From an optimization exercise on the open Yosys and OpenROAD flow, aimed at small area and a short achievable clock period; shortcuts taken in it are not production practice.
Where RTL was checked, it was by simulation tests only, not by an equivalence proof against the original.
The RTL of runs 2 and 3 was laid out without a check of its function.
Power figures rest on the tool's default switching activity, not on a simulated workload.

===== run.sh =====
#!/bin/bash
# synth_recipe.tcl (not shown) runs the flow's synth.tcl, then flattens the netlist and writes it again
# the make line also repeats each setting of config.mk as NAME=value (left out here)
make -C /OpenROAD-flow-scripts/flow DESIGN_CONFIG=/design/flow/config.mk WORK_HOME=/design/flow/orfs CLKGATE_MAP_FILE= SYNTH_SCRIPT=/design/flow/synth_recipe.tcl finish

===== config.mk =====
export PLATFORM = sky130hd
export DESIGN_NAME = sync_event_ctrl
export DESIGN_NICKNAME = sync_event_ctrl
export VERILOG_FILES = /design/flow/design.v
export SDC_FILE = /design/flow/constraint.sdc
export NUM_CORES = 4
export LEC_CHECK = 0
export CAP_MARGIN = 20
export CORE_MARGIN = 2
export CORE_UTILIZATION = 40
export SLEW_MARGIN = 20

===== constraint.sdc =====
create_clock -name core_clock -period 5.5 [get_ports {clk}]
set_input_delay 1.1000 -clock core_clock [delete_from_list [all_inputs] [get_ports {clk}]]
set_output_delay 1.1000 -clock core_clock [all_outputs]
set_load 0.01 [all_outputs]

===== design.v =====
`timescale 1ns/1ps
package sync_pkg;
	typedef logic [64-1:0]  data_word_t;
	typedef logic [8-1:0]  ctrl_byte_t;
	typedef logic [64-1:0]  time_t;
	typedef logic [4-1:0] port_mask_t;  
	typedef enum logic [8-1:0] {
		CTRL_SOF  = 8'hFF,
		CTRL_BODY = 8'h00,
		CTRL_EOF  = 8'h01
	} ctrl_code_t;
	typedef enum logic [1:0] {
		RX_IDLE,
		RX_WAIT_SOF,
		RX_BODY,
		RX_DONE
	} rx_state_t;
	typedef enum logic {
		TX_IDLE,
		TX_SEND
	} tx_state_t;
endpackage
`timescale 1ns/1ps
module sync_event_ctrl (
	input  logic                                  clk,
	input  logic                                  rst,
	input  logic                                  master_mode,
	input  logic                                  slave_mode,
	input  logic [4-1:0]               sync_rx_valid,
	input  logic [16-1:0]       sync_interval,
	input  logic [16-1:0]        sync_timeout,
	input  logic [32-1:0]          link_delay,
	input  logic [64-1:0]                sync_data,
	input  logic [8-1:0]                sync_ctrl,
	input  logic [4-1:0]               sync_wr,
	input  logic [4-1:0]               udp_rdy,
	output wire  [4*64-1:0]   udp_data,
	output wire  [4*8-1:0]   udp_ctrl,
	output wire  [4-1:0]               udp_wr,
	output logic [4-1:0]               sync_rdy,
	output logic [64-1:0]                local_clk_counter,
	output logic [64-1:0]                global_time,
	output logic                                  sync_state
);
	localparam logic [79:0] PORT_ID = 80'h0000_FF05_2345_6789_ABCD;
	localparam logic [47:0] MAC_DST = 48'h011B_1900_0000;
	localparam logic [47:0] MAC_SRC = 48'h3C97_0E0F_6857;
	logic        m;
	assign m = master_mode;
	logic [6:0]                      us_cnt;
	logic                            us_wrap;
	logic [16-1:0] interval_cnt;
	logic [16-1:0]  timeout_cnt;
	logic                            sync_tick;
	logic                            rx_done;
	assign us_wrap = (us_cnt == 7'(125 - 1));
	always_ff @(posedge clk or posedge rst) begin
		if (rst) begin
			us_cnt       <= '0;
			interval_cnt <= '0;
			sync_tick    <= 1'b0;
		end else begin
			us_cnt <= us_wrap ? '0 : us_cnt + 1'b1;
			if (interval_cnt == sync_interval) begin
				interval_cnt <= '0;
				sync_tick    <= 1'b1;
			end else begin
				sync_tick <= 1'b0;
				if (us_wrap)
					interval_cnt <= interval_cnt + 1'b1;
			end
		end
	end
	always_ff @(posedge clk or posedge rst) begin
		if (rst)
			timeout_cnt <= '0;
		else if (rx_done || m)
			timeout_cnt <= '0;
		else if (slave_mode && sync_tick && timeout_cnt != sync_timeout)
			timeout_cnt <= timeout_cnt + 1'b1;
	end
	always_ff @(posedge clk or posedge rst) begin
		if (rst)
			sync_state <= 1'b0;
		else
			sync_state <= m || (slave_mode && (timeout_cnt < sync_timeout));
	end
	logic [4-1:0] ingress_port;
	logic [4-1:0] lowest_valid;
	logic                    grant_ok;
	logic                    rs_wait;    
	logic [8:1]              rs_body;    
	logic                    rs_done;
	logic                    rs_idle;
	logic                    rx_busy;
	logic                    word_valid;
	logic                    sof_hit;
	logic                    last_word;
	logic                    corr_add;   
	logic [8:0]              tx_pos;     
	logic                    tx_busy;
	assign word_valid = |sync_wr;
	assign rx_busy    = (|rs_body) || rs_done;
	assign rs_idle    = !rs_wait && !rx_busy;
	assign sof_hit    = rs_wait && word_valid && (sync_ctrl == 8'hFF);
	assign last_word  = rs_body[8] && word_valid;
	assign rx_done    = rs_done;
	assign lowest_valid = sync_rx_valid & (~sync_rx_valid + 1'b1);
	assign grant_ok = slave_mode && !m && !rx_busy && !tx_busy &&
		(sync_rdy == '0) && (sync_rx_valid != '0);
	always_ff @(posedge clk or posedge rst) begin
		if (rst) begin
			sync_rdy     <= '0;
			ingress_port <= '0;
		end else if (grant_ok) begin
			sync_rdy     <= lowest_valid;
			ingress_port <= lowest_valid;
		end else if (last_word) begin
			sync_rdy <= '0;
		end
	end
	always_ff @(posedge clk or posedge rst) begin
		if (rst) begin
			rs_wait  <= 1'b0;
			rs_body  <= '0;
			rs_done  <= 1'b0;
			corr_add <= 1'b0;
		end else begin
			rs_wait    <= !m && (rs_idle || (rs_wait && !sof_hit));
			rs_body[1] <= !m && (sof_hit || (rs_body[1] && !word_valid));
			for (int k = 2; k <= 8; k++)
				rs_body[k] <= !m && (word_valid ? rs_body[k-1] : rs_body[k]);
			rs_done    <= !m && last_word;
			corr_add   <= rs_body[4] && word_valid;
		end
	end
	logic [63:0] hdr;
	logic [47:0] mac_dst;
	logic [47:0] mac_src;
	logic [63:0] corr;       
	logic [79:0] origin;
	logic [47:0] trailer;
	logic        m_start;
	assign m_start = sync_tick && m && !tx_busy;
	always_ff @(posedge clk) begin
		if (m ? m_start : sof_hit)
			hdr <= m ? local_clk_counter : sync_data;
		if (rs_body[1] && word_valid) begin
			mac_dst         <= sync_data[63:16];
			mac_src[47:32]  <= sync_data[15:0];
		end
		if (rs_body[2] && word_valid)
			mac_src[31:0] <= sync_data[63:32];
		if (rs_body[3] && word_valid)
			corr[63:48] <= sync_data[15:0];
		if (rs_body[4] && word_valid)
			corr[47:0] <= sync_data[63:16];
		if (corr_add)
			corr <= corr + 64'(link_delay);
		if (rs_body[7] && word_valid)
			origin[79:16] <= sync_data;
		if (rs_body[8] && word_valid) begin
			origin[15:0] <= sync_data[63:48];
			trailer      <= sync_data[47:0];
		end
	end
	logic [63:0] rx_time;
	assign rx_time = origin[63:0] + corr + 64'd5536;
	always_ff @(posedge clk or posedge rst) begin
		if (rst)
			local_clk_counter <= '0;
		else
			local_clk_counter <= local_clk_counter + 1'b1;
	end
	always_ff @(posedge clk or posedge rst) begin
		if (rst)
			global_time <= '0;
		else if (rx_done)
			global_time <= rx_time;
		else
			global_time[63:3] <= global_time[63:3] + 1'b1;
	end
	logic        start;
	logic [63:0] w [0:8];
	logic [63:0] tx_data;
	logic [63:0] od;
	logic        oc_sof;
	logic        oc_end;
	logic [4-1:0] ow;
	assign start   = rx_done || m_start;
	assign tx_busy = |tx_pos;
	always_ff @(posedge clk or posedge rst) begin
		if (rst)
			tx_pos <= '0;
		else
			tx_pos <= {tx_pos[7:0], start};
	end
	assign w[0] = hdr;
	assign w[1] = m ? {MAC_DST, MAC_SRC[47:32]} : {mac_dst, mac_src[47:32]};
	assign w[2] = {m ? MAC_SRC[31:0] : mac_src[31:0], 16'h88F7, 12'h000, 4'h2};
	assign w[3] = {16'h002C, 8'h00, 8'h00, 16'h0000, m ? 16'h0 : corr[63:48]};
	assign w[4] = {m ? 48'h0 : corr[47:0], 16'h0000};
	assign w[5] = {16'h0000, PORT_ID[79:32]};
	assign w[6] = {PORT_ID[31:0], 16'h0000, 8'h00, 8'h7F};
	assign w[7] = m ? {16'h0, hdr[60:13]} : origin[79:16];
	assign w[8] = m ? {hdr[12:0], 3'b000, 48'h0} : {origin[15:0], trailer};
	always_comb begin
		tx_data = '0;
		for (int k = 0; k <= 8; k++)
			tx_data = tx_data | ({64{tx_pos[k]}} & w[k]);
	end
	always_ff @(posedge clk) begin
		od     <= tx_data;
		oc_sof <= tx_pos[0];
		oc_end <= tx_pos[0] || tx_pos[8];
	end
	always_ff @(posedge clk or posedge rst) begin
		if (rst)
			ow <= '0;
		else
			for (int p = 0; p < 4; p++)
				ow[p] <= tx_busy && udp_rdy[p] && (m || (slave_mode && !ingress_port[p]));
	end
	for (genvar p = 0; p < 4; p++) begin : g_port
		assign udp_data[p*64 +: 64] = od;
		assign udp_ctrl[p*8 +: 8] = {{7{oc_sof}}, oc_end};
		assign udp_wr[p] = ow[p];
	end
endmodule

==> results of run 1 <==
[layout make-up]
cell class	instances	area, µm²
inverter	90	341.6
clock inverter	30	252.7
clock buffer	99	1989
fill	7916	43280
tap	1144	1431
sequential	619	16940
timing repair buffer	602	6000
multi-input combinational	2148	15050
[cells in the final DEF, fill, tap and decap left out, drive strengths merged, types with 71 or more instances in the layout]
cell	synthesis	layout
ha	179	179
inv	90	93
xor2	100	100
xnor2	172	172
o21ai	149	149
clkdlybuf4s50	0	575
dfrtp	201	201
nor2	202	202
clkbuf	103	99
mux2	101	101
nand3	99	99
a21oi	231	231
edfxtp	352	352
a221oi	71	71
nand2	235	235
[worst min-delay path by stage]
stage                           from  slack [ps]               endpoint  cells past startpoint
2_1_floorplan              tx_pos[3]         350              tx_pos[4]                      0
3_3_place_gp               us_cnt[6]         470              us_cnt[6]                      1
3_5_place_dp                 hdr[63]         460                 od[63]                      1
4_1_cts                      hdr[63]         480                 od[63]                      1
5_1_grt                  mac_src[43]         520                 od[11]                      1
6_report       local_clk_counter[63]         490  local_clk_counter[63]                      1
[stage by stage]
stage | total power [mW] | worst slack [ps] | area (µm²) | hold WS (ps) | utilization (%)
finish | 10.16 | 1341 | 42000 | 489.1 | 49.25
global route | 10.44 | 1149 | 42000 | 518.2 | 49.25
CTS | 10.22 | 1351 | 42000 | 483.6 | 49.25
detailed placement | 5.667 | 725.9 | 39750 | 464.6 | 46.62
global placement | 5.665 | 773.1 | 39750 | 468.5 | 46.62
floorplan | 5.345 | 360.1 | 34500 | 351.9 | -
[sequential cells by signal (all words and copies together) (netlist names), 16 cells and up]
name               cells
mac_dst               48
trailer               48
hdr                   64
od                    64
corr                  64
local_clk_counter     64
global_time           64
origin                80
interval_cnt          16
timeout_cnt           16
mac_src               48
[metal layers]
metal  track usage [%]  share of wire (%)
met5                 0              0.018
met4             10.10                4.1
met1             36.24                 42
met3             3.880                6.8
met2             43.66                 47
[cell families (layout without fill, tap and decap cells)]
logic type | count (synthesis) | in the layout
compound gates | 738 | 738
xor+xnor | 272 | 272
fa+ha+maj | 181 | 181
buf+inv | 453 | 821
flops | 619 | 619
mux | 116 | 116
simple gates | 841 | 841
[power breakdown]
part           switching [mW]  leakage [nW]  total (mW)  internal [mW]
Clock                    2.02          1.10        4.59           2.57
Combinational           0.317          8.51       0.601          0.284
Sequential             0.0290          6.34        4.97           4.94
Total                    2.37          16.0        10.2           7.79
[critical path, delay by kind of cell]
| kind | cells | cell delay, ps |
|---|---|---|
| xor gates and xnor gates | 1 | 160 |
| buffers and inverters | 2 | 680 |
| and+or+nand+nor | 1 | 100 |
| AOI/OAI and AO/OA | 7 | 1740 |
| adders and majority gates | 2 | 720 |
==> impl_metrics.tcl, run 1 <==
set metrics [dict create \
    layout_min_cycle_time_ps 4159 \
    maxSlewHeadroom_pct 30.74 \
    finClkSkew_ps 33.05 \
    netlist-cell-type-count 91 \
    nNetsFinal 3864 \
    ctsHoldBuffers 0 \
    layout.cells.non_filler 4732 \
    postRouteAntennaNets 0 \
    first_pass_iters 7 \
    io-pin-count 577 \
    vdd_drop_max_mv 0.2120 \
    ff2ff_path_depth 12 \
    r2r-end "global_time[59]" \
    synth_top_area_share_pct 30.64 \
    yosysSeqAreaShare_pct 49.05 \
    route.detailed.drc 0 \
    muxShareOfSynthArea_pct 3.732 \
    drtIter0Drc 2884 \
    synth_xor_area_share_pct 6.906 \
    synthCells 3220 \
    syn_to_final_growth_pct 21.74 \
    detail_route.wl_per_cell_um 25.92 \
    crit_type "input pin to register" \
    synth_warnings 2 \
    hold_violations 0 \
    placed_cells 4603 \
    cap_violations 0 \
    cts_buffers 70 \
    antenna_found_initial 3 \
    path_clk_slew_ps 60 \
    clk_path_buf_depth 3 \
    rr_startpoint "corr[1]" \
    routed_wl_mm 122.6 \
    synthAdderAreaFrac_pct 6.608 \
    cts_setup_buffers 0 \
    synth_top_family_by_area "compound AO/OA/AOI/OAI gates" \
    grt_pass1_vias 25890 \
    cts_tree "built" \
    cts-htree-levels 3 \
    fin_crit_sh_pct 75.62 \
    drive_gt1_share_pct 7.971 \
    die_y_um 297.7 \
    slew_viol_final 0 \
    cts.sinks 619 \
    grt_max_degree 100 \
    start_util_pct 40.45 \
    crit_end "corr[50]" \
    synth.area.top_cells "edfxtp_1 31%, dfrtp_1 15%, ha_1 6.5%, buf_4 4.9%, xnor2_1 4.4%" \
    cpPeakStageDelay_ps 440 \
    clock_insertion_delay_worst_skew_ps 640 \
    vias 26960 \
    place.gp.congestion 0.9585 \
    cp_cell_sequence "clkdlybuf4s50_1 -> ha_1 -> fa_1 -> a211oi_1 -> o211ai_1 -> a32o_1 -> a211oi_2 -> o21a_1 -> a2bb2oi_2 -> buf_4 -> nor4_1 -> xnor2_1 -> a21oi_1" \
    synth-compound-area-share_pct 14.34 \
    critPathMaxFanout 15 \
    reg2reg_slack_ps 1360 \
    cts_root_buf "clkbuf_16" \
    grt_remaining_overflow 0 \
    dieArea_mm2 0.08861 \
    hpwlAfterDp_mm 93.87 \
    startpoint_type "input pin" \
    min_path_type "register to register" \
    syn_avg_cell_area_um2 10.71 \
    viasPerCell 5.697 \
    synth_enable_flop_cells 352 \
    setup_viol 0 \
    yosysMostFrequentCell "edfxtp_1" \
    arrival_ps 4500 \
    synth_top_cell_by_area "edfxtp_1" \
    syn-cell-area_mm2 0.03450 \
    rsz0062_at_grt "no" \
    die_x_um 297.7 \
    core-area_mm2 0.08528 \
    crit_start "link_delay[0]" \
    worst_slew_pin_slew_ps 1039 \
    ys_ff_latch 619 \
    endpoint_kind "register" \
    cp.required_ps 5840 \
    cp_slowest_cell "fa_1" \
    diodes 0 \
    cts_resized 0 \
    synth_common_cells "352 x edfxtp_1, 234 x nand2_1, 230 x a21oi_1" \
    synthSimpleGateAreaFrac_pct 11.95 \
    max_freq_mhz 240.4 \
    syn_nets 3553 \
    grt_pass1_wl_mm 177.4 \
    fin_tns_setup_ps 0 \
    status "timing/DRC/antenna clean" \
    place.port_buffers 576 \
    p_leak_nw 15.96 \
    grt_usage_pct 26.83 \
    cellPowerDensity_mw_per_mm2 241.9 \
    ys_async_sr_fraction_pct 32.47 \
    synthFlopType "edfxtp_1" \
    rows 107 \
]
==> run 2, diff against run 1 <==
--- a/design.v
+++ b/design.v
@@ -97,6 +97,7 @@
 	logic                    sof_hit;
 	logic                    last_word;
 	logic                    corr_add;   
+	logic                    corr_fix;   
 	logic [8:0]              tx_pos;     
 	logic                    tx_busy;
 	assign word_valid = |sync_wr;
@@ -155,8 +156,8 @@
 			corr[63:48] <= sync_data[15:0];
 		if (rs_body[4] && word_valid)
 			corr[47:0] <= sync_data[63:16];
-		if (corr_add)
-			corr <= corr + 64'(link_delay);
+		if (corr_add || corr_fix)
+			corr <= sum;
 		if (rs_body[7] && word_valid)
 			origin[79:16] <= sync_data;
 		if (rs_body[8] && word_valid) begin
@@ -164,21 +165,73 @@
 			trailer      <= sync_data[47:0];
 		end
 	end
-	logic [63:0] rx_time;
-	assign rx_time = origin[63:0] + corr + 64'd5536;
+	logic [32:0] ld_k;
+	always_ff @(posedge clk)
+		ld_k <= 33'(link_delay) + 33'(64'd5536);
+	localparam logic [63:0] NEG_K = 64'd0 - 64'd5536;
+	logic [63:0] add_b;
+	logic [63:0] sum;
+	logic [63:0] pg_p, pg_g, pp, gg;
+	assign add_b = ({64{corr_add}} & 64'(ld_k)) | ({64{rx_done}} & origin[63:0]) |
+		({64{corr_fix}} & NEG_K);
+	always_comb begin
+		pg_p = corr ^ add_b;
+		pg_g = corr & add_b;
+		pp = pg_p;
+		gg = pg_g;
+		for (int d = 1; d < 64; d = d * 2)
+			for (int i = 2*d-1; i < 64; i = i + 2*d) begin
+				gg[i] = gg[i] | (pp[i] & gg[i-d]);
+				pp[i] = pp[i] & pp[i-d];
+			end
+		for (int d = 16; d >= 1; d = d / 2)
+			for (int i = 3*d-1; i < 64; i = i + 2*d) begin
+				gg[i] = gg[i] | (pp[i] & gg[i-d]);
+				pp[i] = pp[i] & pp[i-d];
+			end
+		sum[0] = pg_p[0];
+		for (int i = 1; i < 64; i++)
+			sum[i] = pg_p[i] ^ gg[i-1];
+	end
+	logic [63:0] cnt_inc;
+	logic [60:0] gt_inc;
+	logic [63:0] ca;
+	logic [60:0] ta;
+	always_comb begin
+		ca = local_clk_counter;
+		for (int d = 1; d < 64; d = d * 2)
+			for (int i = 2*d-1; i < 64; i = i + 2*d)
+				ca[i] = ca[i] & ca[i-d];
+		for (int d = 16; d >= 1; d = d / 2)
+			for (int i = 3*d-1; i < 64; i = i + 2*d)
+				ca[i] = ca[i] & ca[i-d];
+		cnt_inc[0] = !local_clk_counter[0];
+		for (int i = 1; i < 64; i++)
+			cnt_inc[i] = local_clk_counter[i] ^ ca[i-1];
+		ta = global_time[63:3];
+		for (int d = 1; d < 61; d = d * 2)
+			for (int i = 2*d-1; i < 61; i = i + 2*d)
+				ta[i] = ta[i] & ta[i-d];
+		for (int d = 16; d >= 1; d = d / 2)
+			for (int i = 3*d-1; i < 61; i = i + 2*d)
+				ta[i] = ta[i] & ta[i-d];
+		gt_inc[0] = !global_time[3];
+		for (int i = 1; i < 61; i++)
+			gt_inc[i] = global_time[i+3] ^ ta[i-1];
+	end
 	always_ff @(posedge clk or posedge rst) begin
 		if (rst)
 			local_clk_counter <= '0;
 		else
-			local_clk_counter <= local_clk_counter + 1'b1;
+			local_clk_counter <= cnt_inc;
 	end
 	always_ff @(posedge clk or posedge rst) begin
 		if (rst)
 			global_time <= '0;
 		else if (rx_done)
-			global_time <= rx_time;
-		else
-			global_time[63:3] <= global_time[63:3] + 1'b1;
+			global_time <= sum;
+		else
+			global_time[63:3] <= gt_inc;
 	end
 	logic        start;
 	logic [63:0] w [0:8];
@@ -188,6 +241,7 @@
 	logic        oc_end;
 	logic [4-1:0] ow;
 	assign start   = rx_done || m_start;
+	assign corr_fix = tx_pos[0];
 	assign tx_busy = |tx_pos;
 	always_ff @(posedge clk or posedge rst) begin
 		if (rst)
--- a/config.mk
+++ b/config.mk
@@ -8,4 +8,5 @@
 export CAP_MARGIN = 20
 export CORE_MARGIN = 2
 export CORE_UTILIZATION = 40
+export SETUP_SLACK_MARGIN = 2.0
 export SLEW_MARGIN = 20
==> impl_metrics.tcl, run 2 <==
set metrics [dict create \
    status "timing/DRC/antenna clean" \
    die_y_um 284.6 \
    vias 23510 \
    ys_ff_latch 652 \
    antenna_found_initial 13 \
    fin_crit_sh_pct 76.78 \
    worst_slew_pin_slew_ps 1081 \
    vdd_drop_max_mv 0.2079 \
    cellPowerDensity_mw_per_mm2 260.3 \
    grt_max_degree 119 \
    multi_input_area_mm2 0.01212 \
    p_sw_share_pct 22.59 \
    start_util_pct 40.53 \
    synth_top_cell_by_area "edfxtp_1" \
    place.gp.congestion 0.9272 \
    pwr-share-comb_pct 5.1 \
    grt_pass1_wl_mm 163.7 \
    syn-cell-area_mm2 0.03150 \
    clk_path_buf_depth 3 \
    grt_pass1_vias 23020 \
    min_path_cells 2 \
    synthCells 2640 \
    seqPwrFrac_pct 49.8 \
    cts_root_buf "clkbuf_16" \
    route.detailed.drc 0 \
    max_freq_mhz 236.8 \
    drive_gt1_share_pct 13.56 \
    synth_enable_flop_cells 352 \
    critical-path-top-delay-family "compound AO/OA/AOI/OAI gates" \
    hold_end "od[2]" \
    synth_top_area_share_pct 33.55 \
    cp.required_ps 5860 \
    layout.cells.non_filler 4142 \
    ff2ff_path_depth 18 \
    register_area_mm2 0.01760 \
    rows 102 \
    maxSlewHeadroom_pct 27.91 \
    grt_remaining_overflow 0 \
    ctsHoldBuffers 0 \
    largest_reg_flops 80 \
    detail_route.wl_per_cell_um 28.10 \
    core-area_mm2 0.07772 \
    crit_start "corr_add" \
    switchingPower_mw 2.378 \
    cts_buffers 73 \
    p_leak_nw 16.36 \
    io-pin-count 577 \
    cap_violations 0 \
    arrival_ps 4590 \
    syn_to_final_growth_pct 28.33 \
    grt_usage_pct 27.80 \
    intPower_mw 8.146 \
    rr_startpoint "corr_add" \
    startpoint_type "register" \
    hpwlAfterDp_mm 85.59 \
    yosysMostFrequentCell "edfxtp_1" \
    clock_insertion_delay_worst_skew_ps 630 \
    hold_violations 0 \
    drtIter0Drc 2716 \
    finClkSkew_ps 24.98 \
    largest_register "origin" \
    finalPower_mw 10.52 \
    yosysSeqAreaShare_pct 55.81 \
    cpPeakStageDelay_ps 520 \
    path_buf_inv 2 \
    dieArea_mm2 0.08102 \
    synth_warnings 2 \
    path_clk_slew_ps 60 \
    synth.area.top_cells "edfxtp_1 34%, dfrtp_1 16%, dfxtp_1 6.3%, ha_1 5.7%, buf_4 5.3%" \
    endpoint_kind "register" \
    netlist-cell-type-count 59 \
    fin_tns_setup_ps 0 \
    dpl_cell_area_mm2 0.03687 \
    synth_common_cells "352 x edfxtp_1, 224 x buf_4, 219 x nand2_1" \
    setup_viol 0 \
    cts-htree-levels 3 \
    layout_min_cycle_time_ps 4223 \
    syn_nets 2968 \
    final_area_mm2 0.04043 \
    cp_slowest_cell "dfrtp_4" \
    reg2reg_slack_ps 1280 \
    fillCellCount 6714 \
    critPathMaxFanout 10 \
    r2r-end "corr[63]" \
    place.port_buffers 576 \
    first_pass_iters 9 \
    cts.sinks 652 \
    synthFlopType "edfxtp_1" \
    layout_commonest_cell "clkdlybuf4s50_1" \
    ys_async_sr_fraction_pct 30.83 \
    cp_cell_sequence "buf_12 -> a221o_1 -> ha_4 -> and4_1 -> nor2b_1 -> o211ai_1 -> a211oi_2 -> o211ai_1 -> buf_4 -> a311oi_4 -> nand4_1 -> nand3_2 -> o41ai_4 -> fa_2 -> xnor2_1 -> xnor2_1 -> nand2_1 -> nand2_1" \
    p_clk_share_pct 45.1 \
    syn_avg_cell_area_um2 11.93 \
    crit_type "register to register" \
    postRouteAntennaNets 0 \
    mostFrequentLayoutCells "575 x clkdlybuf4s50_1, 352 x edfxtp_1, 211 x nand2_1" \
    hp-start "trailer[2]" \
    routed_wl_mm 116.4 \
    nNetsFinal 3366 \
    cts_tree "built" \
    finish.utilization_pct 52.02 \
    min_path_type "register to register" \
    placed_cells 3939 \
    viasPerCell 5.675 \
    die_x_um 284.6 \
    slew_viol_final 0 \
    rsz0062_at_grt "yes" \
]
[run 2: cell types whose count changed in the layout (fill, tap and decap cells not counted), sizes merged, moves of 22 or more]
| cell | before | now |
|---|---|---|
| dfxtp | 66 | 99 |
| nor3 | 46 | 24 |
| buf | 27 | 92 |
| nand4 | 66 | 41 |
| or3 | 24 | 2 |
| mux2 | 101 | 71 |
| nand3 | 99 | 34 |
| xnor2 | 172 | 76 |
| a21oi | 231 | 147 |
| ha | 179 | 144 |
| fa | 2 | 32 |
| nor2 | 202 | 140 |
| o21ai | 149 | 96 |
[run 2: tightest hold or removal path, stage by stage (launching register included)]
cell and delay [ps]:
edfxtp_1 320, nand2_1 50, nand4_1 80
[run 2: metal layers]
metal  vias up  GRT usage, %  part of all wire [%]
li1      10180             -                     -
met1     11890         38.36                    41
met2      1263         44.51                    47
met3       175         5.321                   9.4
met4         4         8.066                   3.1
met5         -             0                 0.023
[run 2: cell families (layout without fill, tap and decap cells)]
logic type,count (synthesis),count (layout),share of synthesized area [%]
AO/OA/AOI/OAI,532,532,11.76
XOR/XNOR,167,167,4.643
adder cells (fa/ha/maj),176,176,7.752
buffers and inverters,448,906,8.007
flip-flops,652,652,55.81
multiplexers,92,92,3.205
other,0,4,0
AND/OR/NAND/NOR,573,573,8.821
[run 2: repair_timing]
| item | in CTS | in global routing |
|---|---|---|
| setup buffers | 36 | 24 |
| gates cloned | 3 | 1 |
| pin swaps | 26 | 39 |
| gates resized for setup | 67 | 66 |
| setup endpoints to repair | 166 | 160 |
| hold endpoints to repair | 0 | 0 |
[run 2: cell type report]
class | count | share of cell area, %
diodes | 4 | 0.02476
clock buffers | 98 | 5.004
clock inverters | 37 | 0.6778
inverters | 100 | 0.9377
multi-input cells | 1540 | 29.98
flip-flops and latches | 652 | 43.53
well taps | 1040 | 3.219
repair buffers | 671 | 16.63
[run 2: per-stage QoR]
stage	hold WS, ps	setup slack [ps]
6_report	474.9	1277
2_1_floorplan	351.9	1715
3_5_place_dp	464.1	744.1
4_1_cts	475.1	1223
5_1_grt	494.8	1110
3_3_place_gp	456.4	769.2
[run 2: worst max-delay path by stage]
stage / to / slack [ps] / depth (start not counted)
4_1_cts: corr[63] / 1220 / 17
6_report: corr[63] / 1280 / 18
3_3_place_gp: corr[63] / 770 / 17
3_5_place_dp: corr[63] / 740 / 17
2_1_floorplan: corr[63] / 1720 / 19
5_1_grt: corr[63] / 1110 / 18
[run 2: power by group through the flow]
| stage | Sequential, mW | Combinational [mW] | Clock (mW) |
|---|---|---|---|
| floorplan | 5.33 | 0.210 | 0 |
| global placement | 5.34 | 0.531 | 0 |
| detailed placement | 5.34 | 0.536 | 0 |
| CTS | 5.24 | 0.539 | 4.82 |
| global route | 5.24 | 0.573 | 5.00 |
| finish | 5.24 | 0.539 | 4.74 |
==> run 3, diff against run 2 <==
==> flow/run.sh (new file) <==
#!/bin/bash
# Standard ORFS layout, with the smallest buffer on every port instead of
# the one buffer_ports picks by itself.
set -euo pipefail
export BUFFER_PORTS_ARGS="-buffer_cell sky130_fd_sc_hd__buf_1"
bash standard.sh > standard.log 2>&1
==> standard.sh (new file) <==
#!/bin/bash
# synth_recipe.tcl (not shown) runs the flow's synth.tcl, then flattens the netlist and writes it again
# the make line also repeats each setting of config.mk as NAME=value (left out here)
make -C /OpenROAD-flow-scripts/flow DESIGN_CONFIG=/design/flow/config.mk WORK_HOME=/design/flow/orfs CLKGATE_MAP_FILE= SYNTH_SCRIPT=/design/flow/synth_recipe.tcl "${@:-finish}"
removed: run.sh
==> impl_metrics.tcl, run 3 <==
set metrics [dict create \
    critPathMaxFanout 10 \
    cts-htree-levels 3 \
    final_area_mm2 0.03671 \
    fin_tns_setup_ps 0 \
    synth_top_cell_by_area "edfxtp_1" \
    slew_viol_final 0 \
    synth_top_area_share_pct 33.55 \
    max_freq_mhz 237.6 \
    crit_start "rs_done" \
    timing.hold.ws_ps 375.2 \
    cap_violations 0 \
    netlist-cell-type-count 59 \
    nNetsFinal 3355 \
    fillCellCount 7080 \
    finalPower_mw 10.74 \
    postRouteAntennaNets 0 \
    hold_violations 0 \
    cts_tree "built" \
    cp.required_ps 5850 \
    route.detailed.drc 0 \
    grt_max_degree 114 \
    die_y_um 284.6 \
    status "timing/DRC/antenna clean" \
    grt_pass1_wl_mm 159.7 \
    place_worst_setup_slack_ps 908.1 \
    fin_crit_sh_pct 76.53 \
    arrival_ps 4560 \
    endpoint_kind "register" \
    maxSlewHeadroom_pct 24.46 \
    synthFlopType "edfxtp_1" \
    path_clk_slew_ps 60 \
    crit_type "register to register" \
    synth.area.top_cells "edfxtp_1 34%, dfrtp_1 16%, dfxtp_1 6.3%, ha_1 5.7%, buf_4 5.3%" \
    clock_insertion_delay_worst_skew_ps 630 \
    grt_pass1_vias 22590 \
    antenna_found_initial 7 \
    place.port_buffers 576 \
    cellPowerDensity_mw_per_mm2 292.6 \
    routed_wl_mm 113.1 \
    p_leak_nw 14.99 \
    cts_root_buf "clkbuf_16" \
    grt_remaining_overflow 0 \
    min_path_type "input pin to asynchronous set/reset pin" \
    ys_ff_latch 652 \
    dpl_cell_area_mm2 0.03325 \
    drive_gt1_share_pct 13.12 \
    cts.sinks 652 \
    clk_path_buf_depth 3 \
    ys_async_sr_fraction_pct 30.83 \
    grt_usage_pct 27.07 \
    synthCells 2640 \
    setup_viol 0 \
    rows 102 \
    core-area_mm2 0.07772 \
    final.setup.worst_slack_ps 1291 \
    dieArea_mm2 0.08102 \
    syn_nets 2968 \
    layout_commonest_cell "buf_1" \
    rsz0062_at_grt "yes" \
    drtIter0Drc 2361 \
    synth_common_cells "352 x edfxtp_1, 224 x buf_4, 219 x nand2_1" \
    yosysMostFrequentCell "edfxtp_1" \
    vias 23340 \
    detail_route.wl_per_cell_um 27.37 \
    largest_register "origin" \
    hpwlAfterDp_mm 83.50 \
    first_pass_iters 8 \
    cts_buffers 74 \
    viasPerCell 5.651 \
    mostFrequentLayoutCells "575 x buf_1, 352 x edfxtp_1, 211 x nand2_1" \
    place.gp.congestion 0.9133 \
    die_x_um 284.6 \
    start_util_pct 40.53 \
    rr_startpoint "rs_done" \
    startpoint_type "register" \
    worst_slew_pin_slew_ps 1133 \
    yosysSeqAreaShare_pct 55.81 \
    vdd_drop_max_mv 0.2007 \
    synth_enable_flop_cells 352 \
    largest_reg_flops 80 \
    layout_min_cycle_time_ps 4209 \
    syn_avg_cell_area_um2 11.93 \
    finClkSkew_ps 26.41 \
    synth_warnings 2 \
    io-pin-count 577 \
    syn-cell-area_mm2 0.03150 \
    syn_to_final_growth_pct 16.53 \
]
==> run 3: cell counts after synthesis <==
Identical to the previous run, type by type.
==> run 3: cell type report <==
class                      instances  area (µm²)  area share, %
clock buffer                     108        2268          6.179
clock inverter                    29       245.2         0.6680
antenna                            3       7.507        0.02045
multi-input combinational       1540       12010          32.73
tap                             1040        1301          3.545
sequential                       652       17600          47.93
timing repair buffer             659        2899          7.897
inverter                         100       379.1          1.033
==> run 3: power breakdown <==
group	total (mW)	leakage (nW)	switching (mW)	internal, mW
logic	0.413	7.06	0.285	0.128
clock network	5.09	1.25	2.11	2.98
registers	5.24	6.68	0.0403	5.20
==> run 3: cells by family after synthesis <==
| group | synth area share (%) |
|---|---|
| buffers and inverters | 8.007 |
| AO/OA/AOI/OAI | 11.76 |
| AND/OR/NAND/NOR | 8.821 |
| multiplexers | 3.205 |
| flip-flops | 55.81 |
| XOR/XNOR | 4.643 |
| adder cells (fa/ha/maj) | 7.752 |
==> run 3: timing repair <==
| item | 4_1_cts | 5_1_grt |
|---|---|---|
| endpoints found under the setup margin | 172 | 158 |
| hold endpoints to repair | 0 | 0 |
| hold buffers | 0 | 0 |
| resized for setup | 73 | 36 |
| buffers inserted | 35 | 17 |
| gates cloned | 0 | 0 |
| pin swaps | 23 | 18 |
==> run 3: through the flow <==
step	utilization [%]	cells
global placement	42.78	3939
detailed placement	42.78	3939
floorplan	-	2640
finish	47.23	4131
CTS	46.89	4111
global route	47.22	4128
==> run 3: path summary, 6_finish.rpt <==
path / cells past startpoint / endpoint / slack [ps]
setup / recovery: 16 / corr[51] / 1290
max in group asynchronous: 3 / rs_done / 4050
setup reg to reg: 16 / corr[51] / 1290
min in group core_clock: 1 / od[36] / 470
hold / removal: 2 / us_cnt[6] / 380
hold reg to reg: 1 / od[36] / 470
==> run 3: critical path, cell delays in order (launching register included) <==
cell and delay (ps):
dfrtp_4 500, buf_12 160, a221o_1 310, ha_1 300, and4_1 230, nor2b_2 150, o211ai_1 80, buf_4 160
a211oi_4 310, buf_4 170, o2111ai_2 210, o31a_1 370, o21bai_1 170, a21oi_1 120, fa_1 440, xor2_2 160
o21ai_0 80
==> run 3: metal layers <==
| metal | GRT usage [%] | up-vias | part of all wire [%] |
|---|---|---|---|
| met5 | 0 | - | 0.034 |
| li1 | - | 10160 | - |
| met1 | 36.62 | 11740 | 40 |
| met3 | 5.899 | 195 | 9.9 |
| met2 | 42.55 | 1245 | 46 |
| met4 | 10.24 | 6 | 3.7 |

==> port drivers added, routing unchanged <==
The results above use ideal ports. As a check the final layouts listed here were re-extracted and re-timed, cells and wires unchanged. Step 1: set_driving_cell puts a clkbuf_16 on clk and a buf_2 on each other input, an assumption about the parent block. Step 2 moves the port delays by t, midway between the first and last clock arrival at a register: inputs arrive t later, outputs are due t later. That takes back most of the time a late clock gives input paths. Slacks: ideal / step 1 / step 2; pairs: ideal / step 1.
| run | t, ns | slack for setup (ns) | worst setup path at the end | worst slew at a driven data input, ns |
|---|---|---|---|---|
| run 1 | 0.698 | 1.341 / 1.363 / 0.685 | input to register | 0.13 |
| run 2 | 0.681 | 1.277 / 1.277 / 1.277 | register to register | 0.09 |
| run 3 | 0.694 | 1.291 / 1.291 / 1.291 | register to register | 0.09 |
After both steps setup and hold are still met in every run listed. The setup slack of run 1, which loses most, moves by +0.022 ns with the drivers and by -0.656 ns with both steps.
